Context: an optimization exercise on an open-source flow, tuned for small area and few clock cycles per item. The choices shown serve that exercise and are no tape-out recipe.
Function was checked by simulation only, so behaviour that the tests miss may differ from the original.

Design piecewise_linear_interpolator_core, start of the top module:
module piecewise_linear_interpolator_core (
    input  logic                                i_clk,
    input  logic                                i_rst_n,
    input  logic                                start,
    output logic                                busy,
    input  logic signed [plc_pkg::SAMPLE_W-1:0] i_sample_in,
    output logic                                o_done,
    output logic signed [plc_pkg::VALUE_W-1:0]  o_curve_value,
    output logic [plc_pkg::SEG_W-1:0]           o_segment_index,
    output logic                                o_zero_width_error,
    output logic                                o_overflow_flag,
    input  logic                                i_cfg_valid,
    output logic                                o_cfg_ready,
    input  logic [plc_pkg::CFG_IDX_W-1:0]       i_cfg_index,
    input  logic [plc_pkg::CFG_DATA_W-1:0]      i_cfg_data
);
For scale: roughly 7,300 cells after synthesis, about 52,000 sq um of cells after synthesis.
export LEC_CHECK = 0
export ABC_AREA = 1
export CAP_MARGIN = 20
export CORE_MARGIN = 2
export CORE_UTILIZATION = 40
export CTS_CLUSTER_DIAMETER = 100
export CTS_CLUSTER_SIZE = 20
export PLACE_DENSITY = 0.6
export SLEW_MARGIN = 20
create_clock -name core_clock -period 10.0 [get_ports {i_clk}]
standard.sh (not shown) runs the stock make flow with config.mk's settings and CLKGATE_MAP_FILE= SYNTH_SCRIPT=/design/flow/synth_recipe.tcl, a recipe that flattens the netlist after the stock synthesis.
==> flow/flow/run.sh <==
#!/bin/bash
# Layout flow: the standard synthesis, then the combinational logic between the registers
# is mapped again by ABC with a delay-targeted script (registers, their names and cell types
# are kept as the standard synthesis made them), then the standard layout from floorplan on.
# Each tool's output goes to a log file of its own in the work folder.
set -euo pipefail
cd "$(dirname "$0")/.."
WORK=$(pwd)
R=$WORK/orfs/results/${FLOW_PLATFORM}/piecewise_linear_interpolator_core/base
LIB=$FLOW_HOME/platforms/${FLOW_PLATFORM}/lib/sky130_fd_sc_hd__tt_025C_1v80.lib
YOSYS=$(command -v yosys || echo "$FLOW_HOME/../tools/install/yosys/bin/yosys")

# 1. standard synthesis
bash standard.sh synth > "$WORK/flow_synth.log" 2>&1

# 2. remap the combinational logic
cp "$R/1_2_yosys.v" "$WORK/synth_standard.v"
SEQ=$(grep -o 'sky130_fd_sc_hd__[a-z0-9_]*' "$WORK/synth_standard.v" | sort -u \
      | grep -E '__(df|edf|sdf|dl|conb)' | tr '\n' ' ')
DU=$(sed -n 's/^ *\(sky130_fd_sc_hd__[a-z0-9_]*\).*$/-dont_use \1/p' "$WORK/flow/dont_use.txt" | tr '\n' ' ')
cat > "$WORK/remap.ys" <<EOT
read_liberty -ignore_miss_func $LIB
read_verilog -sv $WORK/synth_standard.v
hierarchy -top $FLOW_TOP
setattr -mod -set blackbox 1 $SEQ
flatten
hierarchy -top $FLOW_TOP
opt_clean -purge
abc -script $WORK/flow/remap.abc -liberty $LIB $DU
read_liberty -lib -ignore_redef $LIB
opt_clean -purge
setundef -zero
hilomap -singleton -hicell sky130_fd_sc_hd__conb_1 HI -locell sky130_fd_sc_hd__conb_1 LO
splitnets
opt_clean -purge
insbuf -buf sky130_fd_sc_hd__buf_4 A X
check -assert
tee -o $WORK/remap_stat.txt stat -liberty $LIB
write_verilog -noattr -nohex -nodec $WORK/synth_remapped.v
EOT
"$YOSYS" -l "$WORK/flow_remap.log" -q "$WORK/remap.ys" > /dev/null 2>&1
cp "$WORK/synth_remapped.v" "$R/1_2_yosys.v"
rm -f "$R/1_synth.odb" "$R/1_synth.sdc"

# 3. standard layout from the remapped netlist
bash standard.sh > "$WORK/flow_layout.log" 2>&1
test -f "$WORK/out/final.def"
==> flow/flow/remap.abc <==
strash
dc2
dch -f
map -D 6500
topo
stime -c
buffer -c
upsize -c
dnsize -c
strash
dc2
dch -f
map -D 6500
topo
stime -c
buffer -c
upsize -c
dnsize -c
Other scripts of this flow, unchanged in this note and not shown: flow/flow/dont_use.txt
The baseline produced a layout that fails on negative setup slack.
Testbench counts at the start, summed over its fixed seeds: cycles 17,024, items 16,000.
Next try:
==> flow/flow/remap.abc (replaced) <==
strash
dch -f
map -D 6500
topo
stime -c
buffer -c
upsize -c
dnsize -c
Now the flow completed with no timing, DRC or antenna violations.
Worst setup slack improves by 1.5 ns.
Synthesized cell count rose by about 7%.
Final area stays flat.
Sequential share of layout area is about the same.
Critical path depth fell by 9.
Clock skew rose by 0.024 ns.
Area after synthesis rose by about 0.9%.
Routed wire length rose by about 10%.
Core utilization fell by 0.13 points.
Next try:
--- a/flow/flow/run.sh
+++ b/flow/flow/run.sh
@@ -19,2 +19,3 @@
       | grep -E '__(df|edf|sdf|dl|conb)' | tr '\n' ' ')
+STOP=$(for c in $SEQ; do printf -- "-%s[Q,Q_N,D,DE,CLK,CLK_N,RESET_B,SET_B,SCD,SCE,HI,LO,GATE]:" "$c"; done | sed 's/:$//')
 DU=$(sed -n 's/^ *\(sky130_fd_sc_hd__[a-z0-9_]*\).*$/-dont_use \1/p' "$WORK/flow/dont_use.txt" | tr '\n' ' ')
@@ -25,3 +26,9 @@
 setattr -mod -set blackbox 1 $SEQ
+# the logic that feeds the output ports keeps the standard synthesis's mapping: ABC does not
+# see the output delay, so only the logic between registers is mapped again
+select -set outcone o:* %ci*:$STOP
+setattr -set keep_hierarchy 1 @outcone t:sky130_fd_sc_hd__* %i
+select -clear
 flatten
+setattr -mod -set blackbox 1 sky130_fd_sc_hd__*
 hierarchy -top $FLOW_TOP
==> flow/flow/remap.abc (replaced) <==
strash
dc2
dch -f
map -D 6500
topo
stime -c
buffer -c
upsize -c
dnsize -c
strash
dc2
dch -f
map -D 6500
topo
stime -c
buffer -c
upsize -c
dnsize -c
strash
dc2
dch -f
map -D 6500
topo
stime -c
buffer -c
upsize -c
dnsize -c
Effect: First-iteration DRC count went down by 8.5%. Setup slack loses 0.0053 ns. Routed wire length came out lower by 4.1%. Count of clock-buffer cells in the layout fell by 4.

========
== run a ==
Another version of the RTL of piecewise_linear_interpolator_core (not shown whole).
Size in the first run: about 750 flip-flops, roughly 97 I/O pins, about 0.058 mm^2 of cells after synthesis.
clock: 10.0 ns
lec_check: 0
abc_area: 1
cap_margin: 20
core_margin: 2
core_utilization: 40
place_density: 0.6
slew_margin: 20
run.sh (not shown) runs the stock make flow with config.mk's settings and CLKGATE_MAP_FILE= SYNTH_SCRIPT=/design/flow/synth_recipe.tcl, a recipe that flattens the netlist after the stock synthesis.
Stock flow here: none of the scripts above is used.
Testbench counts of run a, summed over its fixed seeds: cycles 17,024, items 16,000.
Input-level comparison between run b and run a:
Settings: PLACE_DENSITY now 0.7, was 0.6; CORE_UTILIZATION now 55, was 40; CTS_BUF_LIST now sky130_fd_sc_hd__clkbuf_8, previously not set.
Findings:
Highest layer used for signal routing = met5: run b; highest layer used for signal routing = met4: run a
Across both runs, final critical-path required period was higher for run b than for run a.

========
Setup of the reference run:
RTL: one of the versions met above, not the one the previous note started from.
Size in the first run: roughly 97 I/O pins, ~53000 um2 of cells after synthesis.
Design piecewise_linear_interpolator_core, start of the top module:
module piecewise_linear_interpolator_core (
    input  logic                                i_clk,
    input  logic                                i_rst_n,
    input  logic                                start,
    output logic                                busy,
    input  logic signed [plc_pkg::SAMPLE_W-1:0] i_sample_in,
    output logic                                o_done,
    output logic signed [plc_pkg::VALUE_W-1:0]  o_curve_value,
    output logic [plc_pkg::SEG_W-1:0]           o_segment_index,
    output logic                                o_zero_width_error,
    output logic                                o_overflow_flag,
    input  logic                                i_cfg_valid,
    output logic                                o_cfg_ready,
    input  logic [plc_pkg::CFG_IDX_W-1:0]       i_cfg_index,
    input  logic [plc_pkg::CFG_DATA_W-1:0]      i_cfg_data
);
    logic [6:0][15:0] w_px;
    logic [6:0][15:0] w_py;
    logic [2:0]       w_count;
    logic             f_valid;
    logic [5:0]       f_tag;
    logic [31:0]      f_dvd;
    logic [15:0]      f_dvs;
    logic             d_valid;
    logic [5:0]       d_tag;
    logic [31:0]      d_quo;
    logic             r_busy;
    always_ff @(posedge i_clk) begin
        if (!i_rst_n) r_busy <= 1'b1;
        else          r_busy <= 1'b0;
    end
    assign busy        = r_busy;
    assign o_cfg_ready = 1'b1;
    plc_regs u_regs (
        .i_clk       (i_clk),
        .i_rst_n     (i_rst_n),
        .i_cfg_valid (i_cfg_valid),
        .i_cfg_index (i_cfg_index),
        .i_cfg_data  (i_cfg_data),
        .o_px        (w_px),
        .o_py        (w_py),
        .o_count     (w_count)
    );
    plc_front u_front (
        .i_clk       (i_clk),
        .i_rst_n     (i_rst_n),
        .i_valid     (start && !r_busy),
        .i_sample_in (i_sample_in),
        .i_px        (w_px),
        .i_py        (w_py),
        .i_count     (w_count),
        .o_valid     (f_valid),
        .o_tag       (f_tag),
        .o_dvd       (f_dvd),
        .o_dvs       (f_dvs)
    );
    plc_div u_div (
        .i_clk   (i_clk),
        .i_rst_n (i_rst_n),
        .i_valid (f_valid),
        .i_tag   (f_tag),
        .i_dvd   (f_dvd),
        .i_dvs   (f_dvs),
  ...
clock: 10.0 ns
lec_check: 0
abc_area: 1
cap_margin: 20
core_margin: 2
core_utilization: 40
place_density: 0.6
slew_margin: 20
standard.sh (not shown) runs the stock make flow with config.mk's settings and CLKGATE_MAP_FILE= SYNTH_SCRIPT=/design/flow/synth_recipe.tcl, a recipe that flattens the netlist after the stock synthesis.
==> flow/flow/run.sh <==
#!/bin/bash
# Layout flow: the standard synthesis, then the combinational logic between the registers
# is mapped again by ABC with a delay-targeted script (registers, their names and cell types
# are kept as the standard synthesis made them), then the standard layout from floorplan on.
# Each tool's output goes to a log file of its own in the work folder.
set -euo pipefail
cd "$(dirname "$0")/.."
WORK=$(pwd)
R=$WORK/orfs/results/${FLOW_PLATFORM}/piecewise_linear_interpolator_core/base
LIB=$FLOW_HOME/platforms/${FLOW_PLATFORM}/lib/sky130_fd_sc_hd__tt_025C_1v80.lib
YOSYS=$(command -v yosys || echo "$FLOW_HOME/../tools/install/yosys/bin/yosys")

# 1. standard synthesis
bash standard.sh synth > "$WORK/flow_synth.log" 2>&1

# 2. remap the combinational logic
cp "$R/1_2_yosys.v" "$WORK/synth_standard.v"
SEQ=$(grep -o 'sky130_fd_sc_hd__[a-z0-9_]*' "$WORK/synth_standard.v" | sort -u \
      | grep -E '__(df|edf|sdf|dl|conb)' | tr '\n' ' ')
DU=$(sed -n 's/^ *\(sky130_fd_sc_hd__[a-z0-9_]*\).*$/-dont_use \1/p' "$WORK/flow/dont_use.txt" | tr '\n' ' ')
cat > "$WORK/remap.ys" <<EOT
read_liberty -ignore_miss_func $LIB
read_verilog -sv $WORK/synth_standard.v
hierarchy -top $FLOW_TOP
setattr -mod -set blackbox 1 $SEQ
flatten
hierarchy -top $FLOW_TOP
opt_clean -purge
abc -script $WORK/flow/remap.abc -liberty $LIB $DU
read_liberty -lib -ignore_redef $LIB
opt_clean -purge
setundef -zero
hilomap -singleton -hicell sky130_fd_sc_hd__conb_1 HI -locell sky130_fd_sc_hd__conb_1 LO
splitnets
opt_clean -purge
insbuf -buf sky130_fd_sc_hd__buf_4 A X
check -assert
tee -o $WORK/remap_stat.txt stat -liberty $LIB
write_verilog -noattr -nohex -nodec $WORK/synth_remapped.v
EOT
"$YOSYS" -l "$WORK/flow_remap.log" -q "$WORK/remap.ys" > /dev/null 2>&1
cp "$WORK/synth_remapped.v" "$R/1_2_yosys.v"
rm -f "$R/1_synth.odb" "$R/1_synth.sdc"

# 3. standard layout from the remapped netlist
bash standard.sh > "$WORK/flow_layout.log" 2>&1
test -f "$WORK/out/final.def"
Other scripts of this flow, unchanged in this note and not shown: flow/flow/dont_use.txt, flow/flow/remap.abc
Every stage of the flow completed for the reference run, and the final layout passed the timing, DRC and antenna checks.
Testbench counts of the reference run, summed over its fixed seeds: cycles 17,024, items 16,000.
Input changes introduced in the trial run (baseline for comparison: the reference run):
# the reference run
export LEC_CHECK = 0
export ABC_AREA = 1
export CAP_MARGIN = 20
export CORE_MARGIN = 2
export CORE_UTILIZATION = 40
export PLACE_DENSITY = 0.6
export SLEW_MARGIN = 20
create_clock -name core_clock -period 10.0 [get_ports {i_clk}]
# the trial run
export LEC_CHECK = 0
export ABC_AREA = 1
export CAP_MARGIN = 20
export CORE_MARGIN = 2
export CORE_UTILIZATION = 40
export CTS_CLUSTER_DIAMETER = 100
export CTS_CLUSTER_SIZE = 20
export PLACE_DENSITY = 0.6
export SLEW_MARGIN = 20
create_clock -name core_clock -period 10.0 [get_ports {i_clk}]
--- a/flow/flow/run.sh
+++ b/flow/flow/run.sh
@@ -45,3 +45,3 @@
 # 3. standard layout from the remapped netlist
-bash standard.sh > "$WORK/flow_layout.log" 2>&1
+bash standard.sh "BUFFER_PORTS_ARGS=-buffer_cell sky130_fd_sc_hd__buf_2" finish > "$WORK/flow_layout.log" 2>&1
 test -f "$WORK/out/final.def"
--- outcome ---
The trial run: PASS, flow complete, no timing, DRC or antenna violations. The reference run finished all stages; the layout is clean. [compare] base=the reference run new=the trial run: total number of vias went down 1.6%; final cell count without fillers went down 1.7%; non-clock buffer count has decreased; clock tree buffer count of the final layout now sits lower. Sort the trial run and the reference run by fraction of area in registers, descending, and the trial run comes first.

========
piecewise_linear_interpolator_core again, from the RTL that the note above started with.
==> flow/design.v (excerpt) <==
module piecewise_linear_interpolator_core (
    input  logic                                i_clk,
    input  logic                                i_rst_n,
    input  logic                                start,
    output logic                                busy,
    input  logic signed [plc_pkg::SAMPLE_W-1:0] i_sample_in,
    output logic                                o_done,
    output logic signed [plc_pkg::VALUE_W-1:0]  o_curve_value,
    output logic [plc_pkg::SEG_W-1:0]           o_segment_index,
    output logic                                o_zero_width_error,
    output logic                                o_overflow_flag,
    input  logic                                i_cfg_valid,
    output logic                                o_cfg_ready,
    input  logic [plc_pkg::CFG_IDX_W-1:0]       i_cfg_index,
    input  logic [plc_pkg::CFG_DATA_W-1:0]      i_cfg_data
);
==> flow/config.mk <==
export PLATFORM = sky130hd
export DESIGN_NAME = piecewise_linear_interpolator_core
export DESIGN_NICKNAME = piecewise_linear_interpolator_core
export VERILOG_FILES = /design/flow/design.v
export SDC_FILE = /design/flow/constraint.sdc
export NUM_CORES = 4
export LEC_CHECK = 0
export ABC_AREA = 1
export CAP_MARGIN = 20
export CORE_MARGIN = 2
export CORE_UTILIZATION = 40
export CTS_CLUSTER_DIAMETER = 100
export CTS_CLUSTER_SIZE = 24
export PLACE_DENSITY = 0.6
export SLEW_MARGIN = 20
==> flow/constraint.sdc <==
create_clock -name core_clock -period 10.0 [get_ports {i_clk}]
set_input_delay 2.0000 -clock core_clock [delete_from_list [all_inputs] [get_ports {i_clk}]]
set_output_delay 2.0000 -clock core_clock [all_outputs]
set_load 0.01 [all_outputs]
==> flow/flow/run.sh <==
#!/bin/bash
# Layout flow: the standard synthesis, then the combinational logic between the registers
# is mapped again by ABC with a delay-targeted script (registers, their names and cell types
# are kept as the standard synthesis made them), then the standard layout from floorplan on.
# Each tool's output goes to a log file of its own in the work folder.
set -euo pipefail
cd "$(dirname "$0")/.."
WORK=$(pwd)
R=$WORK/orfs/results/${FLOW_PLATFORM}/piecewise_linear_interpolator_core/base
LIB=$FLOW_HOME/platforms/${FLOW_PLATFORM}/lib/sky130_fd_sc_hd__tt_025C_1v80.lib
YOSYS=$(command -v yosys || echo "$FLOW_HOME/../tools/install/yosys/bin/yosys")

# 1. standard synthesis
bash standard.sh synth > "$WORK/flow_synth.log" 2>&1

# 2. remap the combinational logic
cp "$R/1_2_yosys.v" "$WORK/synth_standard.v"
SEQ=$(grep -o 'sky130_fd_sc_hd__[a-z0-9_]*' "$WORK/synth_standard.v" | sort -u \
      | grep -E '__(df|edf|sdf|dl|conb)' | tr '\n' ' ')
DU=$(sed -n 's/^ *\(sky130_fd_sc_hd__[a-z0-9_]*\).*$/-dont_use \1/p' "$WORK/flow/dont_use.txt" | tr '\n' ' ')
cat > "$WORK/remap.ys" <<EOT
read_liberty -ignore_miss_func $LIB
read_verilog -sv $WORK/synth_standard.v
hierarchy -top $FLOW_TOP
setattr -mod -set blackbox 1 $SEQ
flatten
hierarchy -top $FLOW_TOP
opt_clean -purge
abc -script $WORK/flow/remap.abc -liberty $LIB $DU
read_liberty -lib -ignore_redef $LIB
opt_clean -purge
setundef -zero
hilomap -singleton -hicell sky130_fd_sc_hd__conb_1 HI -locell sky130_fd_sc_hd__conb_1 LO
splitnets
opt_clean -purge
insbuf -buf sky130_fd_sc_hd__buf_4 A X
check -assert
tee -o $WORK/remap_stat.txt stat -liberty $LIB
write_verilog -noattr -nohex -nodec $WORK/synth_remapped.v
EOT
"$YOSYS" -l "$WORK/flow_remap.log" -q "$WORK/remap.ys" > /dev/null 2>&1
cp "$WORK/synth_remapped.v" "$R/1_2_yosys.v"
rm -f "$R/1_synth.odb" "$R/1_synth.sdc"

# 3. standard layout from the remapped netlist
bash standard.sh "BUFFER_PORTS_ARGS=-buffer_cell sky130_fd_sc_hd__buf_2" finish > "$WORK/flow_layout.log" 2>&1
test -f "$WORK/out/final.def"
==> flow/flow/remap.abc <==
strash
dch -f
map -D 6500
topo
stime -c
buffer -c
upsize -c
dnsize -c
Other scripts of this flow, unchanged in this note and not shown: flow/flow/dont_use.txt
Testbench counts at the start, summed over its fixed seeds: cycles 17,024, items 16,000.
==> next run, changes <==
--- a/flow/flow/run.sh
+++ b/flow/flow/run.sh
@@ -18,4 +18,5 @@
 SEQ=$(grep -o 'sky130_fd_sc_hd__[a-z0-9_]*' "$WORK/synth_standard.v" | sort -u \
       | grep -E '__(df|edf|sdf|dl|conb)' | tr '\n' ' ')
+STOP=$(for c in $SEQ; do printf -- "-%s[Q,Q_N,D,DE,CLK,CLK_N,RESET_B,SET_B,SCD,SCE,HI,LO,GATE]:" "$c"; done | sed 's/:$//')
 DU=$(sed -n 's/^ *\(sky130_fd_sc_hd__[a-z0-9_]*\).*$/-dont_use \1/p' "$WORK/flow/dont_use.txt" | tr '\n' ' ')
 cat > "$WORK/remap.ys" <<EOT
@@ -24,5 +25,11 @@
 hierarchy -top $FLOW_TOP
 setattr -mod -set blackbox 1 $SEQ
+# the logic that feeds the output ports keeps the standard synthesis's mapping: ABC does not
+# see the output delay, so only the logic between registers is mapped again
+select -set outcone o:* %ci*:$STOP
+setattr -set keep_hierarchy 1 @outcone t:sky130_fd_sc_hd__* %i
+select -clear
 flatten
+setattr -mod -set blackbox 1 sky130_fd_sc_hd__*
 hierarchy -top $FLOW_TOP
 opt_clean -purge
@@ -44,4 +51,4 @@
 
 # 3. standard layout from the remapped netlist
-bash standard.sh "BUFFER_PORTS_ARGS=-buffer_cell sky130_fd_sc_hd__buf_2" finish > "$WORK/flow_layout.log" 2>&1
+bash standard.sh > "$WORK/flow_layout.log" 2>&1
 test -f "$WORK/out/final.def"
==> flow/flow/remap.abc (replaced) <==
strash
dc2
dch -f
map -D 6500
topo
stime -c
buffer -c
upsize -c
dnsize -c
strash
dc2
dch -f
map -D 6500
topo
stime -c
buffer -c
upsize -c
dnsize -c
- CTS_CLUSTER_SIZE: 24 -> 20
=> Maximum frequency rose by 1.1%; critical path depth fell by 9; utilization rose by 0.70 points; area after synthesis barely changes.

[static timing again, ports no longer ideal]
In the flow no input, the clock included, has a driving cell. The finished layouts below were timed again as built, in two steps.
Step 1 assumes that a clkbuf_16 drives the clock port and a buf_2 every other input.
Step 2 adds t to the input delays and takes it off the output delays; t is the mean of the earliest and latest rising clock arrival at the registers after step 1. Input paths then give back, and output paths get back, about the clock's delay inside the block.
a / b / c = no drivers / after step 1 / after step 2; a / b = the first two.
run	t (ns)	setup slack, ns	worst setup path after step 2	cell pins on the clock port's net
the first run of note 1	0.741	-0.902 / -0.974 / -0.233	register to output	1
the second run of note 1	0.736	0.572 / 0.499 / 0.572	input to register	1
the third run of note 1	0.725	0.567 / 0.496 / -0.030	input to register	1
run a	0.730	0.585 / 0.514 / 0.632	register to register	1
run b	0.879	0.267 / 0.196 / 0.576	register to register	1
the reference run	0.776	0.244 / 0.244 / 0.136	input to register	1
the trial run	0.744	0.313 / 0.313 / 0.313	register to register	1
the first run of note 4	0.730	0.507 / 0.429 / 0.769	input to register	1
the second run of note 4	0.746	0.607 / 0.531 / 0.092	input to register	1
With both steps, setup timing fails in the third run of note 1, where it was met with ideal ports. The setup slack of the third run of note 1, which loses most, moves by -0.071 ns with the drivers and by -0.597 ns with both steps.
